From an optimization exercise on the open Yosys and OpenROAD flow, aimed at a short achievable clock period and few clock cycles; shortcuts taken in it are not production practice. Function was checked by simulation only, so behaviour that the tests miss may differ from the original. Power figures rest on the tool's default switching activity, not on a simulated workload.

==> exp/xenon: inputs <==
==> flow/design.v (excerpt) <==
module tinker_top (
    input  logic        clk,
    input  logic        reset,
    output logic [31:0] imem_addr,
    input  logic [31:0] imem_data,
    output logic        dmem_read,
    output logic        dmem_write,
    output logic [31:0] dmem_addr,
    output logic [63:0] dmem_wdata,
    input  logic [63:0] dmem_rdata,
    output logic        hlt
);
clock: 10.0 ns
lec_check: 0
cap_margin: 50
cell_pad_in_sites_detail_placement: 1
cell_pad_in_sites_global_placement: 1
core_margin: 2
core_utilization: 25
place_density: 0.4
slew_margin: 50
standard.sh (not shown) runs the stock make flow with config.mk's settings and CLKGATE_MAP_FILE= SYNTH_SCRIPT=/design/flow/synth_recipe.tcl, a recipe that flattens the netlist after the stock synthesis.
==> flow/flow/run.sh <==
#!/bin/bash
set -euo pipefail
bash standard.sh \
  "BUFFER_PORTS_ARGS=-buffer_cell sky130_fd_sc_hd__buf_4" \
  SETUP_SLACK_MARGIN=7 \
  TNS_END_PERCENT=100 \
  finish > standard_flow.log 2>&1
test -s out/final.def
==> exp/delta (differences from exp/xenon) <==
--- a/flow/design.v
+++ b/flow/design.v
@@ -125,24 +125,22 @@
     output logic        dmem_read,
     output logic        dmem_write,
     output logic [31:0] dmem_addr,
     output logic [63:0] dmem_wdata,
     input  logic [63:0] dmem_rdata,
     output logic        hlt
 );
     logic [31:0] pc;
-    logic [31:0] pc_q;          
     logic        halted;
     logic        lp_valid;
     logic [31:0] lp_pc, lp_tgt;
     logic        d_valid;
     logic [31:0] d_ins;
     logic [31:0] d_pc;
-    logic [12:0] d_lo;                      
     logic [63:0] d_rdv, d_rsv, d_rtv;       
     logic        d_w1_d, d_w1_s, d_w1_t;    
     logic        d_w2_d, d_w2_s, d_w2_t;    
     logic        d_x_d, d_x_s, d_x_t;       
     logic        d_nz_s;                    
     logic        d_pred;                    
     logic [31:0] d_ptgt;                    
     logic        w1_wr, w2_wr;
@@ -154,24 +152,19 @@
     logic [4:0]  x_dest;
     logic [63:0] x_a;
     logic [63:0] x_b;
     logic        x_add, x_sub, x_ld;
     logic [3:0]  x_tt_hi, x_tt_lo;
     logic [7:0]  x_shr_lo, x_shr_hi, x_shl_lo, x_shl_hi;
     logic        x_chk_nz;    
     logic        x_chk_gt;    
-    logic        x_gt;        
     logic [31:0] x_fix_pc;    
-    logic        x_fix_w1;    
     logic        x_chk_tgt;   
     logic [31:0] x_tgt;       
-    logic        x_tgt_w1;    
-    logic [31:0] x_bpc;       
-    logic        x_lp_new;    
     logic [31:0] x_ptgt;      
     logic        o_read, o_write;
     logic [31:0] o_addr;
     logic [63:0] o_wdata;
     logic [63:0] x_result;
     logic        x_nz;
     logic        mispredict;
     execute_stage u_alu (
@@ -184,23 +177,22 @@
         .shr_lo   (x_shr_lo),
         .shr_hi   (x_shr_hi),
         .shl_lo   (x_shl_lo),
         .shl_hi   (x_shl_hi),
         .sel_load (x_ld),
         .load_data(dmem_rdata),
         .result   (x_result)
     );
+    logic        x_ge;    
     assign x_nz = |x_a;
+    assign x_ge = $signed(x_b) >= $signed(x_a);
     logic mis_cond, mis_tgt;
-    assign mis_cond   = (x_chk_nz & ~x_nz) | (x_chk_gt & x_gt);
-    logic [31:0] x_fix, x_target;
-    assign x_fix      = x_fix_w1 ? w1_val[31:0] : x_fix_pc;
-    assign x_target   = x_tgt_w1 ? w1_val[31:0] : x_tgt;
-    assign mis_tgt    = x_chk_tgt & (x_target != x_ptgt);
+    assign mis_cond   = (x_chk_nz & ~x_nz) | (x_chk_gt & ~x_ge);
+    assign mis_tgt    = x_chk_tgt & (x_tgt != x_ptgt);
     assign mispredict = mis_cond | mis_tgt;
     assign dmem_read  = o_read;
     assign dmem_write = o_write;
     assign dmem_addr  = o_addr;
     assign dmem_wdata = o_wdata;
     logic [4:0]  f_rd, f_rs, f_rt;
     logic [63:0] f_rdv, f_rsv, f_rtv;
     logic        f_nz_s;
@@ -295,18 +287,17 @@
     logic [7:0] sh_lo, sh_hi;
     always_comb begin
         sh_lo = '0;
         sh_hi = '0;
         sh_lo[b_fwd[2:0]] = 1'b1;
         sh_hi[b_fwd[5:3]] = 1'b1;
     end
     logic stall;
-    assign stall = d_valid && ((d_load && d_x_s) || (d_store && d_x_d) || (d_brr_rd && d_x_d) ||
-                               (d_brgt && (d_x_s || d_x_t || d_w1_s || d_w1_t || d_w2_s || d_w2_t)));
+    assign stall = d_valid && ((d_load && d_x_s) || (d_store && d_x_d) || (d_brr_rd && d_x_d));
     logic [31:0] agu, agu_w1, agu_w2, agu_d;
     logic        base_w1, base_w2, base_d;
     assign agu_w1  = w1_val[31:0] + {20'd0, lit};
     assign agu_w2  = w2_val[31:0] + {20'd0, lit};
     assign agu_d   = (d_store ? d_rdv[31:0] : d_rsv[31:0]) + {20'd0, lit};
     assign base_w1 = d_store ? d_w1_d : d_w1_s;
     assign base_w2 = !base_w1 && (d_store ? d_w2_d : d_w2_s);
     assign base_d  = !base_w1 && !base_w2;
@@ -318,25 +309,17 @@
     assign brr_target = ({32{d_w1_d}} & brr_w1) |
                         ({32{!d_w1_d && d_w2_d}} & brr_w2) |
                         ({32{!d_w1_d && !d_w2_d}} & brr_d);
     assign w1_nz = |w1_val;
     logic nz_s, nz_s_all;
     assign nz_s     = d_w2_s ? w2_nz : d_nz_s;
     assign nz_s_all = d_w1_s ? w1_nz : nz_s;
     logic [31:0] brl_target;
-    logic [17:0] d_hi_inc, d_hi_dec;
-    logic        hi_inc, hi_dec, hi_same;
-    assign d_hi_inc   = d_pc[31:14] + 18'd1;
-    assign d_hi_dec   = d_pc[31:14] - 18'd1;
-    assign hi_inc     = !lit[11] && d_lo[12];
-    assign hi_dec     = lit[11] && !d_lo[12];
-    assign hi_same    = !(hi_inc || hi_dec);
-    assign brl_target = {({18{hi_inc}} & d_hi_inc) | ({18{hi_dec}} & d_hi_dec) | ({18{hi_same}} & d_pc[31:14]),
-                         d_lo[11:0], d_pc[1:0]};
+    assign brl_target = d_pc + {{18{lit[11]}}, lit, 2'b00};
     logic d_taken;
     logic chk_nz;
     assign chk_nz  = d_brnz && (d_x_s || d_w1_s);
     assign d_taken = d_br || d_brr_rd || d_brr_l ||
                      (d_brnz && (d_x_s || d_w1_s || nz_s));
     logic [31:0] d_target_other;
     logic        tgt_x;
     assign tgt_x = !d_brr_l && !d_brr_rd && d_x_d;
@@ -349,22 +332,19 @@
             d_target_other = rdv[31:0];
     end
     logic d_go;
     assign d_go = d_valid && !halted && !mispredict && !stall;
     logic redirect;
     assign redirect = d_valid && !halted && !stall && (d_pred ? !d_taken : d_taken);
     logic [31:0] d_pc4;
     assign d_pc4 = d_pc + 32'd4;
-    assign pc        = pc_q ^ pc_reset_addr;
     assign imem_addr = pc;
     logic [31:0] pc_plus4;
     assign pc_plus4 = {pc[31:2] + 30'd1, pc[1:0]};
-    logic [12:0] f_lo;
-    assign f_lo = {1'b0, pc[13:2]} + {1'b0, imem_data[11:0]};
     logic lp_hit;
     assign lp_hit = lp_valid && (pc == lp_pc);
     logic n_w1_d, n_w1_s, n_w1_t, n_w2_d, n_w2_s, n_w2_t, n_x_d, n_x_s, n_x_t;
     assign n_w2_d = w1_wr && (w1_dest == f_rd);
     assign n_w2_s = w1_wr && (w1_dest == f_rs);
     assign n_w2_t = w1_wr && (w1_dest == f_rt);
     assign n_w1_d = x_wr && (x_dest == f_rd);
     assign n_w1_s = x_wr && (x_dest == f_rs);
@@ -374,61 +354,59 @@
     assign n_x_t  = d_valid && d_wr && (rd == f_rt);
     logic f_hold;      
     assign f_hold = halted || stall || (d_go && d_halt);
     logic        pc_sel_x;
     logic [31:0] pc_other, pc_next;
     assign pc_sel_x = !mispredict && redirect && !d_pred && tgt_x;
     always_comb begin
         if (mispredict)
-            pc_other = mis_cond ? x_fix : x_target;
+            pc_other = mis_cond ? x_fix_pc : x_tgt;
         else if (redirect)
             pc_other = d_pred ? d_pc4 : d_target_other;
         else if (!f_hold)
             pc_other = lp_hit ? lp_tgt : pc_plus4;
         else
             pc_other = pc;
     end
     assign pc_next = pc_sel_x ? x_result[31:0] : pc_other;
     always_ff @(posedge clk or posedge reset) begin
         if (reset) begin
-            pc_q     <= '0;
+            pc       <= pc_reset_addr;
             halted   <= 1'b0;
             d_valid  <= 1'b0;
             w1_wr    <= 1'b0;
             w1_we    <= '0;
             w2_wr    <= 1'b0;
             x_wr     <= 1'b0;
             x_chk_nz <= 1'b0;
             x_chk_gt <= 1'b0;
             x_chk_tgt <= 1'b0;
-            x_lp_new <= 1'b0;
             lp_valid <= 1'b0;
             o_read   <= 1'b0;
             o_write  <= 1'b0;
         end else begin
-            pc_q    <= pc_next ^ pc_reset_addr;
+            pc <= pc_next;
             if (d_go && d_halt)
                 halted <= 1'b1;
             if (mispredict || (!stall && (f_hold || redirect)))
                 d_valid <= 1'b0;
             else if (!stall)
                 d_valid <= 1'b1;
             w1_wr    <= x_wr;
             for (int i = 0; i < 32; i++)
                 w1_we[i] <= x_wr && (x_dest == i);
             w2_wr    <= w1_wr;
             x_wr     <= d_go && d_wr;
             x_chk_nz <= d_go && chk_nz;
             x_chk_gt <= d_go && d_brgt;
             x_chk_tgt <= d_go && d_pred && d_taken;
-            x_lp_new <= d_go && d_brnz && d_taken && !d_pred;
             if (mis_tgt)
                 lp_valid <= 1'b0;
-            else if (x_lp_new)
+            else if (d_go && d_brnz && d_taken && !d_pred)
                 lp_valid <= 1'b1;
             o_read   <= d_go && d_load;
             o_write  <= d_go && d_store;
         end
     end
     always_ff @(posedge clk) begin
         if (stall) begin
             d_rdv  <= rdv;
@@ -442,17 +420,16 @@
             d_w2_s <= 1'b0;
             d_w2_t <= 1'b0;
             d_x_d  <= 1'b0;
             d_x_s  <= 1'b0;
             d_x_t  <= 1'b0;
         end else begin
             d_ins  <= imem_data;
             d_pc   <= pc;
-            d_lo   <= f_lo;
             d_pred <= lp_hit;
             d_ptgt <= lp_tgt;
             d_rdv  <= f_rdv;
             d_rsv  <= f_rsv;
             d_rtv  <= f_rtv;
             d_nz_s <= f_nz_s;
             d_w1_d <= n_w1_d;
             d_w1_s <= n_w1_s;
@@ -476,26 +453,22 @@
         x_sub    <= d_sub;
         x_tt_hi  <= tt_hi;
         x_tt_lo  <= tt_lo;
         x_shr_lo <= d_shr ? sh_lo : 8'd0;
         x_shr_hi <= d_shr ? sh_hi : 8'd0;
         x_shl_lo <= d_shl ? sh_lo : 8'd0;
         x_shl_hi <= d_shl ? sh_hi : 8'd0;
         x_ld     <= d_load;
-        x_gt     <= $signed(d_rsv) > $signed(d_rtv);    
-        x_fix_pc <= d_brgt ? d_target_other : d_pc4;
-        x_fix_w1 <= d_brgt && tgt_x;
-        x_tgt    <= d_target_other;
-        x_tgt_w1 <= tgt_x;
+        x_fix_pc <= (d_brgt && tgt_x) ? x_result[31:0] : (d_brgt ? d_target_other : d_pc4);
+        x_tgt    <= tgt_x ? x_result[31:0] : d_target_other;
         x_ptgt   <= d_ptgt;
-        x_bpc    <= d_pc;
-        if (x_lp_new) begin
-            lp_pc  <= x_bpc;
-            lp_tgt <= x_target;
+        if (d_go && d_brnz && d_taken && !d_pred) begin
+            lp_pc  <= d_pc;
+            lp_tgt <= tgt_x ? x_result[31:0] : d_target_other;
         end
         o_addr   <= agu;
         o_wdata  <= d_x_t ? x_result : rtv;    
     end
     assign hlt = halted;
 endmodule
 module tinker_top (
     input  logic        clk,
==> exp/sierra (differences from exp/xenon) <==
--- a/flow/design.v
+++ b/flow/design.v
@@ -26,33 +26,20 @@
     input  logic        clk,
     input  logic        reset,
     input  logic [4:0]  ra_idx,
     input  logic [4:0]  rb_idx,
     input  logic [4:0]  rc_idx,
     output logic [63:0] ra_val,
     output logic [63:0] rb_val,
     output logic [63:0] rc_val,
-    output logic        rb_nz,
     input  logic [31:0] we,
-    input  logic [63:0] wdata,
-    input  logic        wnz
+    input  logic [63:0] wdata
 );
     logic [63:0] regs [32];
-    logic [31:0] nzv;
-    always_ff @(posedge clk or posedge reset) begin
-        if (reset) begin
-            nzv <= 32'h8000_0000;   
-        end else begin
-            for (int i = 0; i < 32; i++)
-                if (we[i])
-                    nzv[i] <= wnz;
-        end
-    end
-    assign rb_nz = nzv[rb_idx];
     always_ff @(posedge clk or posedge reset) begin
         if (reset) begin
             for (int i = 0; i < 31; i++)
                 regs[i] <= '0;
             regs[31] <= 64'h8_0000;   
         end else begin
             for (int i = 0; i < 32; i++)
                 if (we[i])
@@ -125,54 +112,38 @@
     output logic        dmem_read,
     output logic        dmem_write,
     output logic [31:0] dmem_addr,
     output logic [63:0] dmem_wdata,
     input  logic [63:0] dmem_rdata,
     output logic        hlt
 );
     logic [31:0] pc;
-    logic [31:0] pc_q;          
     logic        halted;
-    logic        lp_valid;
-    logic [31:0] lp_pc, lp_tgt;
     logic        d_valid;
     logic [31:0] d_ins;
     logic [31:0] d_pc;
-    logic [12:0] d_lo;                      
     logic [63:0] d_rdv, d_rsv, d_rtv;       
     logic        d_w1_d, d_w1_s, d_w1_t;    
     logic        d_w2_d, d_w2_s, d_w2_t;    
     logic        d_x_d, d_x_s, d_x_t;       
-    logic        d_nz_s;                    
-    logic        d_pred;                    
-    logic [31:0] d_ptgt;                    
     logic        w1_wr, w2_wr;
     logic [31:0] w1_we;           
     logic [4:0]  w1_dest, w2_dest;
     logic [63:0] w1_val, w2_val;
-    logic        w1_nz, w2_nz;    
     logic        x_wr;
     logic [4:0]  x_dest;
     logic [63:0] x_a;
     logic [63:0] x_b;
     logic        x_add, x_sub, x_ld;
     logic [3:0]  x_tt_hi, x_tt_lo;
     logic [7:0]  x_shr_lo, x_shr_hi, x_shl_lo, x_shl_hi;
     logic        x_chk_nz;    
     logic        x_chk_gt;    
-    logic        x_gt;        
     logic [31:0] x_fix_pc;    
-    logic        x_fix_w1;    
-    logic        x_chk_tgt;   
-    logic [31:0] x_tgt;       
-    logic        x_tgt_w1;    
-    logic [31:0] x_bpc;       
-    logic        x_lp_new;    
-    logic [31:0] x_ptgt;      
     logic        o_read, o_write;
     logic [31:0] o_addr;
     logic [63:0] o_wdata;
     logic [63:0] x_result;
     logic        x_nz;
     logic        mispredict;
     execute_stage u_alu (
         .a        (x_a),
@@ -184,47 +155,40 @@
         .shr_lo   (x_shr_lo),
         .shr_hi   (x_shr_hi),
         .shl_lo   (x_shl_lo),
         .shl_hi   (x_shl_hi),
         .sel_load (x_ld),
         .load_data(dmem_rdata),
         .result   (x_result)
     );
+    logic        x_ge;    
     assign x_nz = |x_a;
-    logic mis_cond, mis_tgt;
-    assign mis_cond   = (x_chk_nz & ~x_nz) | (x_chk_gt & x_gt);
-    logic [31:0] x_fix, x_target;
-    assign x_fix      = x_fix_w1 ? w1_val[31:0] : x_fix_pc;
-    assign x_target   = x_tgt_w1 ? w1_val[31:0] : x_tgt;
-    assign mis_tgt    = x_chk_tgt & (x_target != x_ptgt);
-    assign mispredict = mis_cond | mis_tgt;
+    assign x_ge = $signed(x_b) >= $signed(x_a);
+    assign mispredict = (x_chk_nz & ~x_nz) | (x_chk_gt & ~x_ge);
     assign dmem_read  = o_read;
     assign dmem_write = o_write;
     assign dmem_addr  = o_addr;
     assign dmem_wdata = o_wdata;
     logic [4:0]  f_rd, f_rs, f_rt;
     logic [63:0] f_rdv, f_rsv, f_rtv;
-    logic        f_nz_s;
     assign f_rd = imem_data[26:22];
     assign f_rs = imem_data[21:17];
     assign f_rt = imem_data[16:12];
     reg_file u_regs (
         .clk   (clk),
         .reset (reset),
         .ra_idx(f_rd),
         .rb_idx(f_rs),
         .rc_idx(f_rt),
         .ra_val(f_rdv),
         .rb_val(f_rsv),
         .rc_val(f_rtv),
-        .rb_nz (f_nz_s),
         .we    (w1_we),
-        .wdata (w1_val),
-        .wnz   (w1_nz)
+        .wdata (w1_val)
     );
     logic [4:0]  op, rd, rs, rt;
     logic [11:0] lit;
     assign op  = d_ins[31:27];
     assign rd  = d_ins[26:22];
     assign rs  = d_ins[21:17];
     assign rt  = d_ins[16:12];
     assign lit = d_ins[11:0];
@@ -295,208 +259,165 @@
     logic [7:0] sh_lo, sh_hi;
     always_comb begin
         sh_lo = '0;
         sh_hi = '0;
         sh_lo[b_fwd[2:0]] = 1'b1;
         sh_hi[b_fwd[5:3]] = 1'b1;
     end
     logic stall;
-    assign stall = d_valid && ((d_load && d_x_s) || (d_store && d_x_d) || (d_brr_rd && d_x_d) ||
-                               (d_brgt && (d_x_s || d_x_t || d_w1_s || d_w1_t || d_w2_s || d_w2_t)));
+    assign stall = d_valid && ((d_load && d_x_s) || (d_store && d_x_d) || (d_brr_rd && d_x_d));
     logic [31:0] agu, agu_w1, agu_w2, agu_d;
     logic        base_w1, base_w2, base_d;
     assign agu_w1  = w1_val[31:0] + {20'd0, lit};
     assign agu_w2  = w2_val[31:0] + {20'd0, lit};
     assign agu_d   = (d_store ? d_rdv[31:0] : d_rsv[31:0]) + {20'd0, lit};
     assign base_w1 = d_store ? d_w1_d : d_w1_s;
     assign base_w2 = !base_w1 && (d_store ? d_w2_d : d_w2_s);
     assign base_d  = !base_w1 && !base_w2;
     assign agu     = ({32{base_w1}} & agu_w1) | ({32{base_w2}} & agu_w2) | ({32{base_d}} & agu_d);
     logic [31:0] brr_target, brr_w1, brr_w2, brr_d;
     assign brr_w1     = d_pc + w1_val[31:0];
     assign brr_w2     = d_pc + w2_val[31:0];
     assign brr_d      = d_pc + d_rdv[31:0];
     assign brr_target = ({32{d_w1_d}} & brr_w1) |
                         ({32{!d_w1_d && d_w2_d}} & brr_w2) |
                         ({32{!d_w1_d && !d_w2_d}} & brr_d);
-    assign w1_nz = |w1_val;
-    logic nz_s, nz_s_all;
-    assign nz_s     = d_w2_s ? w2_nz : d_nz_s;
-    assign nz_s_all = d_w1_s ? w1_nz : nz_s;
+    logic nz_s;
+    assign nz_s = d_w1_s ? (|w1_val) : (d_w2_s ? (|w2_val) : (|d_rsv));
     logic [31:0] brl_target;
-    logic [17:0] d_hi_inc, d_hi_dec;
-    logic        hi_inc, hi_dec, hi_same;
-    assign d_hi_inc   = d_pc[31:14] + 18'd1;
-    assign d_hi_dec   = d_pc[31:14] - 18'd1;
-    assign hi_inc     = !lit[11] && d_lo[12];
-    assign hi_dec     = lit[11] && !d_lo[12];
-    assign hi_same    = !(hi_inc || hi_dec);
-    assign brl_target = {({18{hi_inc}} & d_hi_inc) | ({18{hi_dec}} & d_hi_dec) | ({18{hi_same}} & d_pc[31:14]),
-                         d_lo[11:0], d_pc[1:0]};
+    assign brl_target = d_pc + {{18{lit[11]}}, lit, 2'b00};
     logic d_taken;
     logic chk_nz;
-    assign chk_nz  = d_brnz && (d_x_s || d_w1_s);
+    assign chk_nz  = d_brnz && d_x_s;
     assign d_taken = d_br || d_brr_rd || d_brr_l ||
-                     (d_brnz && (d_x_s || d_w1_s || nz_s));
+                     (d_brnz && (d_x_s || nz_s));
     logic [31:0] d_target_other;
     logic        tgt_x;
     assign tgt_x = !d_brr_l && !d_brr_rd && d_x_d;
     always_comb begin
         if (d_brr_l)
             d_target_other = brl_target;
         else if (d_brr_rd)
             d_target_other = brr_target;
         else
             d_target_other = rdv[31:0];
     end
     logic d_go;
     assign d_go = d_valid && !halted && !mispredict && !stall;
-    logic redirect;
-    assign redirect = d_valid && !halted && !stall && (d_pred ? !d_taken : d_taken);
-    logic [31:0] d_pc4;
-    assign d_pc4 = d_pc + 32'd4;
-    assign pc        = pc_q ^ pc_reset_addr;
+    logic redirect;    
+    assign redirect = d_valid && !halted && !stall && d_taken;
     assign imem_addr = pc;
     logic [31:0] pc_plus4;
     assign pc_plus4 = {pc[31:2] + 30'd1, pc[1:0]};
-    logic [12:0] f_lo;
-    assign f_lo = {1'b0, pc[13:2]} + {1'b0, imem_data[11:0]};
-    logic lp_hit;
-    assign lp_hit = lp_valid && (pc == lp_pc);
     logic n_w1_d, n_w1_s, n_w1_t, n_w2_d, n_w2_s, n_w2_t, n_x_d, n_x_s, n_x_t;
     assign n_w2_d = w1_wr && (w1_dest == f_rd);
     assign n_w2_s = w1_wr && (w1_dest == f_rs);
     assign n_w2_t = w1_wr && (w1_dest == f_rt);
     assign n_w1_d = x_wr && (x_dest == f_rd);
     assign n_w1_s = x_wr && (x_dest == f_rs);
     assign n_w1_t = x_wr && (x_dest == f_rt);
     assign n_x_d  = d_valid && d_wr && (rd == f_rd);
     assign n_x_s  = d_valid && d_wr && (rd == f_rs);
     assign n_x_t  = d_valid && d_wr && (rd == f_rt);
     logic f_hold;      
     assign f_hold = halted || stall || (d_go && d_halt);
     logic        pc_sel_x;
     logic [31:0] pc_other, pc_next;
-    assign pc_sel_x = !mispredict && redirect && !d_pred && tgt_x;
+    assign pc_sel_x = !mispredict && redirect && tgt_x;
     always_comb begin
         if (mispredict)
-            pc_other = mis_cond ? x_fix : x_target;
+            pc_other = x_fix_pc;
         else if (redirect)
-            pc_other = d_pred ? d_pc4 : d_target_other;
+            pc_other = d_target_other;
         else if (!f_hold)
-            pc_other = lp_hit ? lp_tgt : pc_plus4;
+            pc_other = pc_plus4;
         else
             pc_other = pc;
     end
     assign pc_next = pc_sel_x ? x_result[31:0] : pc_other;
     always_ff @(posedge clk or posedge reset) begin
         if (reset) begin
-            pc_q     <= '0;
+            pc       <= pc_reset_addr;
             halted   <= 1'b0;
             d_valid  <= 1'b0;
             w1_wr    <= 1'b0;
             w1_we    <= '0;
             w2_wr    <= 1'b0;
             x_wr     <= 1'b0;
             x_chk_nz <= 1'b0;
             x_chk_gt <= 1'b0;
-            x_chk_tgt <= 1'b0;
-            x_lp_new <= 1'b0;
-            lp_valid <= 1'b0;
             o_read   <= 1'b0;
             o_write  <= 1'b0;
         end else begin
-            pc_q    <= pc_next ^ pc_reset_addr;
+            pc <= pc_next;
             if (d_go && d_halt)
                 halted <= 1'b1;
             if (mispredict || (!stall && (f_hold || redirect)))
                 d_valid <= 1'b0;
             else if (!stall)
                 d_valid <= 1'b1;
             w1_wr    <= x_wr;
             for (int i = 0; i < 32; i++)
                 w1_we[i] <= x_wr && (x_dest == i);
             w2_wr    <= w1_wr;
             x_wr     <= d_go && d_wr;
             x_chk_nz <= d_go && chk_nz;
             x_chk_gt <= d_go && d_brgt;
-            x_chk_tgt <= d_go && d_pred && d_taken;
-            x_lp_new <= d_go && d_brnz && d_taken && !d_pred;
-            if (mis_tgt)
-                lp_valid <= 1'b0;
-            else if (x_lp_new)
-                lp_valid <= 1'b1;
             o_read   <= d_go && d_load;
             o_write  <= d_go && d_store;
         end
     end
     always_ff @(posedge clk) begin
         if (stall) begin
             d_rdv  <= rdv;
             d_rsv  <= rsv;
             d_rtv  <= rtv;
-            d_nz_s <= nz_s_all;
             d_w1_d <= d_x_d;
             d_w1_s <= d_x_s;
             d_w1_t <= d_x_t;
             d_w2_d <= 1'b0;
             d_w2_s <= 1'b0;
             d_w2_t <= 1'b0;
             d_x_d  <= 1'b0;
             d_x_s  <= 1'b0;
             d_x_t  <= 1'b0;
         end else begin
             d_ins  <= imem_data;
             d_pc   <= pc;
-            d_lo   <= f_lo;
-            d_pred <= lp_hit;
-            d_ptgt <= lp_tgt;
             d_rdv  <= f_rdv;
             d_rsv  <= f_rsv;
             d_rtv  <= f_rtv;
-            d_nz_s <= f_nz_s;
             d_w1_d <= n_w1_d;
             d_w1_s <= n_w1_s;
             d_w1_t <= n_w1_t;
             d_w2_d <= n_w2_d;
             d_w2_s <= n_w2_s;
             d_w2_t <= n_w2_t;
             d_x_d  <= n_x_d;
             d_x_s  <= n_x_s;
             d_x_t  <= n_x_t;
         end
         w1_dest <= x_dest;
         w1_val  <= x_result;
         w2_dest <= w1_dest;
         w2_val  <= w1_val;
-        w2_nz   <= w1_nz;
         x_dest   <= rd;
         x_a      <= a_fwd;
         x_b      <= b_fwd;
         x_add    <= d_add;
         x_sub    <= d_sub;
         x_tt_hi  <= tt_hi;
         x_tt_lo  <= tt_lo;
         x_shr_lo <= d_shr ? sh_lo : 8'd0;
         x_shr_hi <= d_shr ? sh_hi : 8'd0;
         x_shl_lo <= d_shl ? sh_lo : 8'd0;
         x_shl_hi <= d_shl ? sh_hi : 8'd0;
         x_ld     <= d_load;
-        x_gt     <= $signed(d_rsv) > $signed(d_rtv);    
-        x_fix_pc <= d_brgt ? d_target_other : d_pc4;
-        x_fix_w1 <= d_brgt && tgt_x;
-        x_tgt    <= d_target_other;
-        x_tgt_w1 <= tgt_x;
-        x_ptgt   <= d_ptgt;
-        x_bpc    <= d_pc;
-        if (x_lp_new) begin
-            lp_pc  <= x_bpc;
-            lp_tgt <= x_target;
-        end
+        x_fix_pc <= (d_brgt && tgt_x) ? x_result[31:0] : (d_brgt ? d_target_other : d_pc + 32'd4);
         o_addr   <= agu;
         o_wdata  <= d_x_t ? x_result : rtv;    
     end
     assign hlt = halted;
 endmodule
 module tinker_top (
     input  logic        clk,
     input  logic        reset,
Settings changed: CAP_MARGIN 50 to 20, SLEW_MARGIN 50 to 20.
==> notes <==
- In exp/sierra the clock-buffer cell count is lower than in exp/delta, by 3.
- Clock power: exp/sierra is smaller than exp/delta (about 3%).
- The highest fmax belongs to exp/xenon, the lowest to exp/sierra.
- Sequential cell count: exp/xenon > exp/delta > exp/sierra.
- Register-to-register slack: exp/sierra < exp/delta < exp/xenon.
- exp/xenon completed without violations. exp/delta completed with no timing, DRC or antenna violations. exp/sierra completed, yet does not pass: slew limit.
- Between exp/delta and exp/sierra, the lower first-iteration DRC count is in exp/delta (gap 0.59%, measured against exp/sierra).
==> figures <==
metric	exp/delta	exp/xenon	exp/sierra
Result of the run	finished clean	finished clean	complete, but fails checks
Layout check failures	-	-	slew limit
Clock-cell share of area	4.90%	4.91%	4.81%
First-pass GRT wire length	2010000 um	2110000 um	2020000 um
Minimum hold slack	0.339 ns	0.339 ns	0.353 ns
Area of placed instances	196000 um2	199000 um2	185000 um2
Start point of the critical path	u_core.x_a[0]	imem_data[18]	u_core.w2_val[39]
Fillers	75000	75600	71700
Compound-gate portion of the synthesized area	25.7%	25.6%	26.4%
Post-synth EDFFs	151	164	54
Num CTS Buffers	378	388	367
Met1 Usage GRT	50.1%	51.4%	50.1%
Largest net degree at the start of global routing	118	113	146
Kind of start point of the critical path	flip-flop	input port	flip-flop
Testbench counts of exp/xenon, summed over its fixed seeds: cycles 90,586.
Testbench counts of exp/delta, summed over its fixed seeds: cycles 89,926.
Testbench counts of exp/sierra, summed over its fixed seeds: cycles 90,801.

## separate check: timing with driven ports
In the flow no input, the clock included, has a driving cell. The finished layouts below were timed again as built, in two steps.
Step 1: set_driving_cell puts a clkbuf_16 on clk and a buf_2 on each other input, an assumption about the parent block.
Step 2 also shifts input and output timing later by t, the mid clock arrival at the registers, as if the neighbouring blocks saw the same clock.
Slacks: no drivers / after step 1 / after step 2; pairs: no drivers / after step 1.
run	shift t [ns]	slack for setup (ns)	slew at the worst register clock pin (ns)	worst data-port slew with drivers (ns)
exp/xenon	1.325	6.111 / 6.009 / 4.704	0.08 / 0.08	0.53
exp/delta	1.279	5.938 / 5.938 / 4.890	0.08 / 0.08	0.55
exp/sierra	1.272	5.909 / 5.909 / 4.852	0.07 / 0.07	0.30
For exp/xenon, which loses most, drivers alone change the setup slack by -0.102 ns; drivers and shift together by -1.407 ns.
